What follows belongs to an exercise in optimizing a design on an open flow for small area, a short achievable clock period and few clock cycles per item; a production flow would make more cautious choices.
Only simulation tests tie the RTL to the original design; equivalence was not proved.
The clock port is modelled as an ideal driver; clocking choices that lean on that would not hold on a real chip.
Power is estimated from default activity; no workload was simulated.

==> fjord: inputs <==
==> flow/design.v <==
package rpwl_pkg;
    localparam logic [1:0] MODE_LOAD   = 2'd0;
    localparam logic [1:0] MODE_COMMIT = 2'd1;
    localparam logic [1:0] MODE_READ   = 2'd2;
    localparam logic [1:0] MODE_CLEAR  = 2'd3;
    localparam logic [7:0] ERASED_BYTE = 8'hFF;
    typedef struct packed {
        logic [1:0] mode;
        logic [1:0] container_index;
        logic [3:0] byte_offset;
        logic [7:0] data_in;
    } cmd_t;
    typedef struct packed {
        logic [7:0] data_out;
        logic [2:0] page_slot;
        logic       last;
    } result_t;
endpackage
module rpwl_ram #(
    parameter int DEPTH = 512,
    parameter int AW    = 9
) (
    input  logic          clk,
    input  logic          we,
    input  logic [AW-1:0] waddr,
    input  logic [7:0]    wdata,
    input  logic          re,
    input  logic [AW-1:0] raddr,
    output logic [7:0]    rdata
);
    logic [7:0] mem [DEPTH];
    logic [7:0] rdata_reg;
    always_ff @(posedge clk)
    begin
        if (we)
        begin
            mem[waddr] <= wdata;
        end
        if (re)
        begin
            rdata_reg <= mem[raddr];
        end
    end
    assign rdata = rdata_reg;
endmodule
module rotating_page_wear_leveler #(
    parameter int PAGES               = 8,
    parameter int CONTAINERS_PER_PAGE = 4,
    parameter int CONTAINER_BYTES     = 16
) (
    input  logic              clk,
    input  logic              rst_n,
    input  logic              start,
    input  rpwl_pkg::cmd_t    cmd,
    output logic              busy,
    output logic              strobe,
    output rpwl_pkg::result_t result
);
    localparam int PW  = $clog2(PAGES);
    localparam int BIW = $clog2(CONTAINER_BYTES);
    localparam int CIW = $clog2(CONTAINERS_PER_PAGE);
    logic [7:0] page [CONTAINERS_PER_PAGE][CONTAINER_BYTES];
    logic [7:0] stg  [CONTAINER_BYTES];
    logic [CONTAINERS_PER_PAGE-1:0] cval_reg;
    logic [CONTAINER_BYTES-1:0]     sval_reg;
    logic [PW-1:0]                  tgt_reg;
    logic                           rd_reg;
    logic [BIW-1:0]                 cnt_reg;
    logic [CIW-1:0]                 ridx_reg;
    logic                           cp_reg;
    logic [CIW-1:0]                 cidx_reg;
    logic                           strobe_reg;
    rpwl_pkg::result_t              result_reg;
    logic           accept, acc_load, acc_commit, acc_read, acc_clear;
    logic [PW-1:0]  src_page;
    logic [7:0]     first_byte, stream_byte, rd_byte;
    logic [7:0]     stg_eff [CONTAINER_BYTES];
    assign accept     = start && !rd_reg;
    assign acc_load   = accept && (cmd.mode == rpwl_pkg::MODE_LOAD);
    assign acc_commit = accept && (cmd.mode == rpwl_pkg::MODE_COMMIT);
    assign acc_read   = accept && (cmd.mode == rpwl_pkg::MODE_READ);
    assign acc_clear  = accept && (cmd.mode == rpwl_pkg::MODE_CLEAR);
    assign src_page   = tgt_reg - PW'(1);
    always_comb
    begin
        for (int b = 0; b < CONTAINER_BYTES; b++)
        begin
            stg_eff[b] = sval_reg[b] ? stg[b] : 8'h00;
        end
    end
    always_comb
    begin
        if (cp_reg && (cidx_reg == cmd.container_index))
        begin
            first_byte = stg_eff[0];
        end
        else if (cval_reg[cmd.container_index])
        begin
            first_byte = page[cmd.container_index][0];
        end
        else
        begin
            first_byte = rpwl_pkg::ERASED_BYTE;
        end
    end
    assign stream_byte = cval_reg[ridx_reg] ? page[ridx_reg][cnt_reg] : rpwl_pkg::ERASED_BYTE;
    assign rd_byte     = rd_reg ? stream_byte : first_byte;
    always_ff @(posedge clk or negedge rst_n)
    begin
        if (!rst_n)
        begin
            cval_reg   <= '0;
            sval_reg   <= '0;
            tgt_reg    <= '0;
            rd_reg     <= 1'b0;
            cnt_reg    <= '0;
            ridx_reg   <= '0;
            cp_reg     <= 1'b0;
            cidx_reg   <= '0;
            strobe_reg <= 1'b0;
            result_reg <= '0;
        end
        else
        begin
            cp_reg     <= acc_commit;
            strobe_reg <= acc_commit || acc_read || rd_reg;
            if (acc_commit)
            begin
                cidx_reg   <= cmd.container_index;
                tgt_reg    <= tgt_reg + PW'(1);
                result_reg <= {8'h00, tgt_reg, 1'b1};
            end
            if (cp_reg)
            begin
                cval_reg[cidx_reg] <= 1'b1;
            end
            if (acc_clear)
            begin
                sval_reg <= '0;
            end
            if (acc_load)
            begin
                sval_reg[cmd.byte_offset] <= 1'b1;
            end
            if (acc_read)
            begin
                rd_reg     <= 1'b1;
                ridx_reg   <= cmd.container_index;
                cnt_reg    <= BIW'(1);
                sval_reg[0] <= 1'b1;
                result_reg <= {rd_byte, src_page, 1'b0};
            end
            if (rd_reg)
            begin
                cnt_reg    <= cnt_reg + BIW'(1);
                sval_reg[cnt_reg] <= 1'b1;
                result_reg <= {rd_byte, src_page, cnt_reg == BIW'(CONTAINER_BYTES - 1)};
                if (cnt_reg == BIW'(CONTAINER_BYTES - 1))
                begin
                    rd_reg <= 1'b0;
                end
            end
        end
    end
    always_ff @(posedge clk)
    begin
        if (cp_reg)
        begin
            for (int b = 0; b < CONTAINER_BYTES; b++)
            begin
                page[cidx_reg][b] <= stg_eff[b];
            end
        end
        if (acc_load)
        begin
            stg[cmd.byte_offset] <= cmd.data_in;
        end
        if (acc_read)
        begin
            stg[0] <= rd_byte;
        end
        if (rd_reg)
        begin
            stg[cnt_reg] <= rd_byte;
        end
    end
    assign busy   = rd_reg;
    assign strobe = strobe_reg;
    assign result = result_reg;
endmodule
==> flow/run.sh <==
#!/bin/bash
# synth_recipe.tcl (not shown) runs the flow's synth.tcl, then flattens the netlist and writes it again
# the make line also repeats each setting of config.mk as NAME=value (left out here)
make -C /OpenROAD-flow-scripts/flow DESIGN_CONFIG=/design/flow/config.mk WORK_HOME=/design/flow/orfs CLKGATE_MAP_FILE= SYNTH_SCRIPT=/design/flow/synth_recipe.tcl finish
==> flow/config.mk <==
export PLATFORM = sky130hd
export DESIGN_NAME = rotating_page_wear_leveler
export DESIGN_NICKNAME = rotating_page_wear_leveler
export VERILOG_FILES = /design/flow/design.v
export SDC_FILE = /design/flow/constraint.sdc
export NUM_CORES = 4
export LEC_CHECK = 0
export CAP_MARGIN = 20
export CORE_MARGIN = 2
export CORE_UTILIZATION = 40
export SLEW_MARGIN = 20
export SYNTH_MEMORY_MAX_BITS = 8192
==> flow/constraint.sdc <==
create_clock -name core_clock -period 8.0 [get_ports {clk}]
set_input_delay 1.6000 -clock core_clock [delete_from_list [all_inputs] [get_ports {clk}]]
set_output_delay 1.6000 -clock core_clock [all_outputs]
set_load 0.01 [all_outputs]
==> inputs of juniper, as changes to fjord <==
==> flow/design.v (replaced) <==
package rpwl_pkg;
    localparam logic [1:0] MODE_LOAD   = 2'd0;
    localparam logic [1:0] MODE_COMMIT = 2'd1;
    localparam logic [1:0] MODE_READ   = 2'd2;
    localparam logic [1:0] MODE_CLEAR  = 2'd3;
    localparam logic [7:0] ERASED_BYTE = 8'hFF;
    typedef struct packed {
        logic [1:0] mode;
        logic [1:0] container_index;
        logic [3:0] byte_offset;
        logic [7:0] data_in;
    } cmd_t;
    typedef struct packed {
        logic [7:0] data_out;
        logic [2:0] page_slot;
        logic       last;
    } result_t;
endpackage
module rpwl_ram #(
    parameter int DEPTH = 512,
    parameter int AW    = 9
) (
    input  logic          clk,
    input  logic          we,
    input  logic [AW-1:0] waddr,
    input  logic [7:0]    wdata,
    input  logic          re,
    input  logic [AW-1:0] raddr,
    output logic [7:0]    rdata
);
    logic [7:0] mem [DEPTH];
    logic [7:0] rdata_reg;
    always_ff @(posedge clk)
    begin
        if (we)
        begin
            mem[waddr] <= wdata;
        end
        if (re)
        begin
            rdata_reg <= mem[raddr];
        end
    end
    assign rdata = rdata_reg;
endmodule
module rotating_page_wear_leveler #(
    parameter int PAGES               = 8,
    parameter int CONTAINERS_PER_PAGE = 4,
    parameter int CONTAINER_BYTES     = 16
) (
    input  logic              clk,
    input  logic              rst_n,
    input  logic              start,
    input  rpwl_pkg::cmd_t    cmd,
    output logic              busy,
    output logic              strobe,
    output rpwl_pkg::result_t result
);
    localparam int PW  = $clog2(PAGES);
    localparam int BIW = $clog2(CONTAINER_BYTES);
    localparam int CIW = $clog2(CONTAINERS_PER_PAGE);
    logic [7:0] page [CONTAINERS_PER_PAGE][CONTAINER_BYTES];
    logic [7:0] stg  [CONTAINER_BYTES];
    logic [CONTAINERS_PER_PAGE-1:0] cval_reg;
    logic [CONTAINERS_PER_PAGE-1:0] cwe_reg;
    logic [PW-1:0]                  tgt_reg;
    logic [PW-1:0]                  src_page;
    logic                           rd_reg;
    logic                           busy_reg;
    logic [CONTAINER_BYTES-1:0]     pos_reg;
    logic [CONTAINERS_PER_PAGE-1:0] rsel_reg;
    logic [CONTAINER_BYTES-1:0]     wq_we_reg;
    logic                           wq_clr_reg;
    logic [7:0]                     wq_data_reg;
    logic                           strobe_reg;
    rpwl_pkg::result_t              result_reg;
    logic           accept, acc_load, acc_commit, acc_read, acc_clear;
    logic [7:0]     byte0, stream_byte;
    logic [7:0]     cand0 [CONTAINERS_PER_PAGE];
    assign accept     = start && !rd_reg;
    assign src_page   = tgt_reg - PW'(1);
    assign acc_load   = accept && (cmd.mode == rpwl_pkg::MODE_LOAD);
    assign acc_commit = accept && (cmd.mode == rpwl_pkg::MODE_COMMIT);
    assign acc_read   = accept && (cmd.mode == rpwl_pkg::MODE_READ);
    assign acc_clear  = accept && (cmd.mode == rpwl_pkg::MODE_CLEAR);
    always_comb
    begin
        for (int k = 0; k < CONTAINERS_PER_PAGE; k++)
        begin
            if (cwe_reg[k])
            begin
                cand0[k] = stg[0];
            end
            else if (cval_reg[k])
            begin
                cand0[k] = page[k][0];
            end
            else
            begin
                cand0[k] = rpwl_pkg::ERASED_BYTE;
            end
        end
    end
    assign byte0 = cand0[cmd.container_index];
    always_comb
    begin
        stream_byte = ((cval_reg & rsel_reg) == '0) ? rpwl_pkg::ERASED_BYTE : 8'h00;
        for (int k = 0; k < CONTAINERS_PER_PAGE; k++)
        begin
            for (int b = 0; b < CONTAINER_BYTES; b++)
            begin
                if (rsel_reg[k] && pos_reg[b])
                begin
                    stream_byte = stream_byte | page[k][b];
                end
            end
        end
    end
    always_ff @(posedge clk or negedge rst_n)
    begin
        if (!rst_n)
        begin
            cval_reg    <= '0;
            cwe_reg     <= '0;
            tgt_reg     <= '0;
            rd_reg      <= 1'b0;
            busy_reg    <= 1'b0;
            wq_clr_reg  <= 1'b1;
            strobe_reg  <= 1'b0;
        end
        else
        begin
            cval_reg   <= cval_reg | cwe_reg;
            cwe_reg    <= '0;
            wq_clr_reg <= acc_clear;
            strobe_reg <= acc_commit || acc_read || rd_reg;
            busy_reg   <= acc_read || (rd_reg && !pos_reg[CONTAINER_BYTES-1]);
            if (acc_commit)
            begin
                cwe_reg[cmd.container_index] <= 1'b1;
                tgt_reg    <= tgt_reg + PW'(1);
            end
            if (acc_read)
            begin
                rd_reg       <= 1'b1;
            end
            if (rd_reg)
            begin
                if (pos_reg[CONTAINER_BYTES-1])
                begin
                    rd_reg   <= 1'b0;
                end
            end
        end
    end
    always_ff @(posedge clk)
    begin
        wq_we_reg <= '0;
        if (rd_reg)
        begin
            wq_we_reg <= pos_reg;
        end
        else if (acc_load)
        begin
            wq_we_reg[cmd.byte_offset] <= 1'b1;
        end
        else if (acc_read)
        begin
            wq_we_reg[0] <= 1'b1;
        end
        if (rd_reg)
        begin
            pos_reg     <= {pos_reg[CONTAINER_BYTES-2:0], 1'b0};
            result_reg  <= {stream_byte, src_page, pos_reg[CONTAINER_BYTES-1]};
            wq_data_reg <= stream_byte;
        end
        else
        begin
            result_reg  <= cmd.mode[1] ? {byte0, src_page, 1'b0} : {8'h00, tgt_reg, 1'b1};
            wq_data_reg <= cmd.mode[1] ? byte0 : cmd.data_in;
            pos_reg     <= CONTAINER_BYTES'(2);
            rsel_reg    <= CONTAINERS_PER_PAGE'(1) << cmd.container_index;
        end
        for (int b = 0; b < CONTAINER_BYTES; b++)
        begin
            if (wq_clr_reg || wq_we_reg[b])
            begin
                stg[b] <= wq_clr_reg ? 8'h00 : wq_data_reg;
            end
        end
        for (int k = 0; k < CONTAINERS_PER_PAGE; k++)
        begin
            if (cwe_reg[k])
            begin
                for (int b = 0; b < CONTAINER_BYTES; b++)
                begin
                    page[k][b] <= stg[b];
                end
            end
        end
    end
    assign busy   = busy_reg;
    assign strobe = strobe_reg;
    assign result = result_reg;
endmodule
==> flow/flow/run.sh (new file) <==
#!/bin/bash
set -euo pipefail
bash standard.sh cts SETUP_SLACK_MARGIN=5.6 > layout_make_cts.log 2>&1
openroad -no_init -exit flow/shorten_clock.tcl > shorten_clock.log 2>&1
bash standard.sh finish SETUP_SLACK_MARGIN=5.6 > layout_make_finish.log 2>&1
==> flow/flow/shorten_clock.tcl (new file) <==
# Remove the root buffer of the clock tree: its loads, the branch buffers,
# move to the clock port's net.
set r orfs/results/sky130hd/rotating_page_wear_leveler/base
read_db $r/4_cts.odb
set block [ord::get_db_block]
set root [$block findInst clkbuf_0_clk]
set rootnet [[$root findITerm X] getNet]
set clknet [[$root findITerm A] getNet]
set moved 0
foreach it [$rootnet getITerms] {
  if {[[$it getInst] getName] eq [$root getName]} { continue }
  $it disconnect
  $it connect $clknet
  incr moved
}
puts "moving $moved loads of [$rootnet getName] to [$clknet getName]"
odb::dbInst_destroy $root
odb::dbNet_destroy $rootnet
set n 0
foreach it [$clknet getITerms] { incr n }
puts "[$clknet getName] now has $n cell pins"
if {$n > 4} { error "clock port would feed $n cell pins" }
write_db $r/4_cts.odb
==> flow/standard.sh (new file) <==
#!/bin/bash
# synth_recipe.tcl (not shown) runs the flow's synth.tcl, then flattens the netlist and writes it again
# the make line also repeats each setting of config.mk as NAME=value (left out here)
make -C /OpenROAD-flow-scripts/flow DESIGN_CONFIG=/design/flow/config.mk WORK_HOME=/design/flow/orfs CLKGATE_MAP_FILE= SYNTH_SCRIPT=/design/flow/synth_recipe.tcl "${@:-finish}"
--- a/flow/config.mk
+++ b/flow/config.mk
@@ -8,5 +8,7 @@
 export CAP_MARGIN = 20
 export CORE_MARGIN = 2
-export CORE_UTILIZATION = 40
+export CORE_UTILIZATION = 55
+export CTS_CLUSTER_DIAMETER = 100
+export CTS_CLUSTER_SIZE = 26
 export SLEW_MARGIN = 20
 export SYNTH_MEMORY_MAX_BITS = 8192
removed: flow/run.sh
==> run notes <==
- In clock skew, juniper and fjord hardly differ.
- Between juniper and fjord, the lower count of clock-buffer cells in the layout is in juniper (gap 39).
- Design area: fjord is higher than juniper (about 11%).
- Of fjord and juniper, fjord has the higher sequential power (gap about 30%, measured against juniper).
- Between fjord and juniper, the lower sequential share of layout area is in fjord (gap 8.9 points).
- Non-clock buffer count: juniper is higher than fjord (29).
- Against fjord, the die area of juniper is smaller by about 32%.
- Of fjord and juniper, fjord has the higher critical path depth (gap 6).
- In fjord the register-to-register slack is worse than in juniper, by 1.8 ns.
- In fjord the final cell count is larger than in juniper, by 17%.
==> figures <==
metric                                                                         juniper                    fjord
Status                                                         complete, no violations  complete, no violations
Adder-cell share of the synthesized area                                        0.298%                   0.506%
Resized cells post-CTS                                                             115                        0
Final period utilization                                                         32.2%                    51.1%
Max VDD drop                                                                  0.210 mV                 0.246 mV
Number of global-route vias before repair                                        13200                    14000
Summed instance area of the synthesized netlist                             25200 um^2               27200 um^2
Filler Cells Inserted                                                             3311                     5667
Share of the yosys chip area belonging to registers                              82.3%                    74.9%
Flip-flop and latch share of the layout cell area                                75.3%                    66.4%
Data buffer area share                                                           2.90%                    1.73%
Post-synthesis share of cell area spent on xor and xnor gates                   0.209%                   0.258%
Crit path required time                                                        6.40 ns                  8.15 ns
Number of sequential cells                                                         710                      686
Max Fclk                                                                     0.388 GHz                0.245 GHz
Net Sw Power                                                                 0.00111 W                0.00378 W
Worst Setup Slack post-DPL                                                     4.25 ns                  3.02 ns
Ratio of cells with drive above 1 in the final layout                            12.4%                    17.9%
Post-synthesis compound-gate area fraction                                       12.0%                    4.01%
Headroom to the max-slew limit                                                   29.9%                    22.0%
Total routed wire length on the met1 layer                                    27800 um                 28200 um
Number of post-CTS setup repair buffers                                             11                        0
Testbench counts of fjord, summed over its fixed seeds: cycles 23,764, items 12,000.
Testbench counts of juniper, summed over its fixed seeds: cycles 23,764, items 12,000.

re-timing with driven ports:
The results above use ideal ports. As a check the final layouts listed here were re-extracted and re-timed, cells and wires unchanged.
Step 1: set_driving_cell puts a clkbuf_16 on clk and a buf_2 on each other input, an assumption about the parent block.
Step 2 also shifts input and output timing later by t, the mid clock arrival at the registers, as if the neighbouring blocks saw the same clock.
a / b / c = no drivers / after step 1 / after step 2; a / b = the first two.
run | t, ns | setup slack, ns | worst setup path after step 2 | latest minus earliest clock arrival (ns) | pins driven straight from the clock port
fjord | 0.657 | 3.911 / 3.911 / 3.318 | input to register | 0.022 / 0.023 | 1
juniper | 0.547 | 5.424 / 5.347 / 5.167 | input to register | 0.025 / 0.024 | 2
After both steps every run listed still meets setup and hold. The setup slack of fjord, which loses most, moves by 0.000 ns with the drivers and by -0.593 ns with both steps.
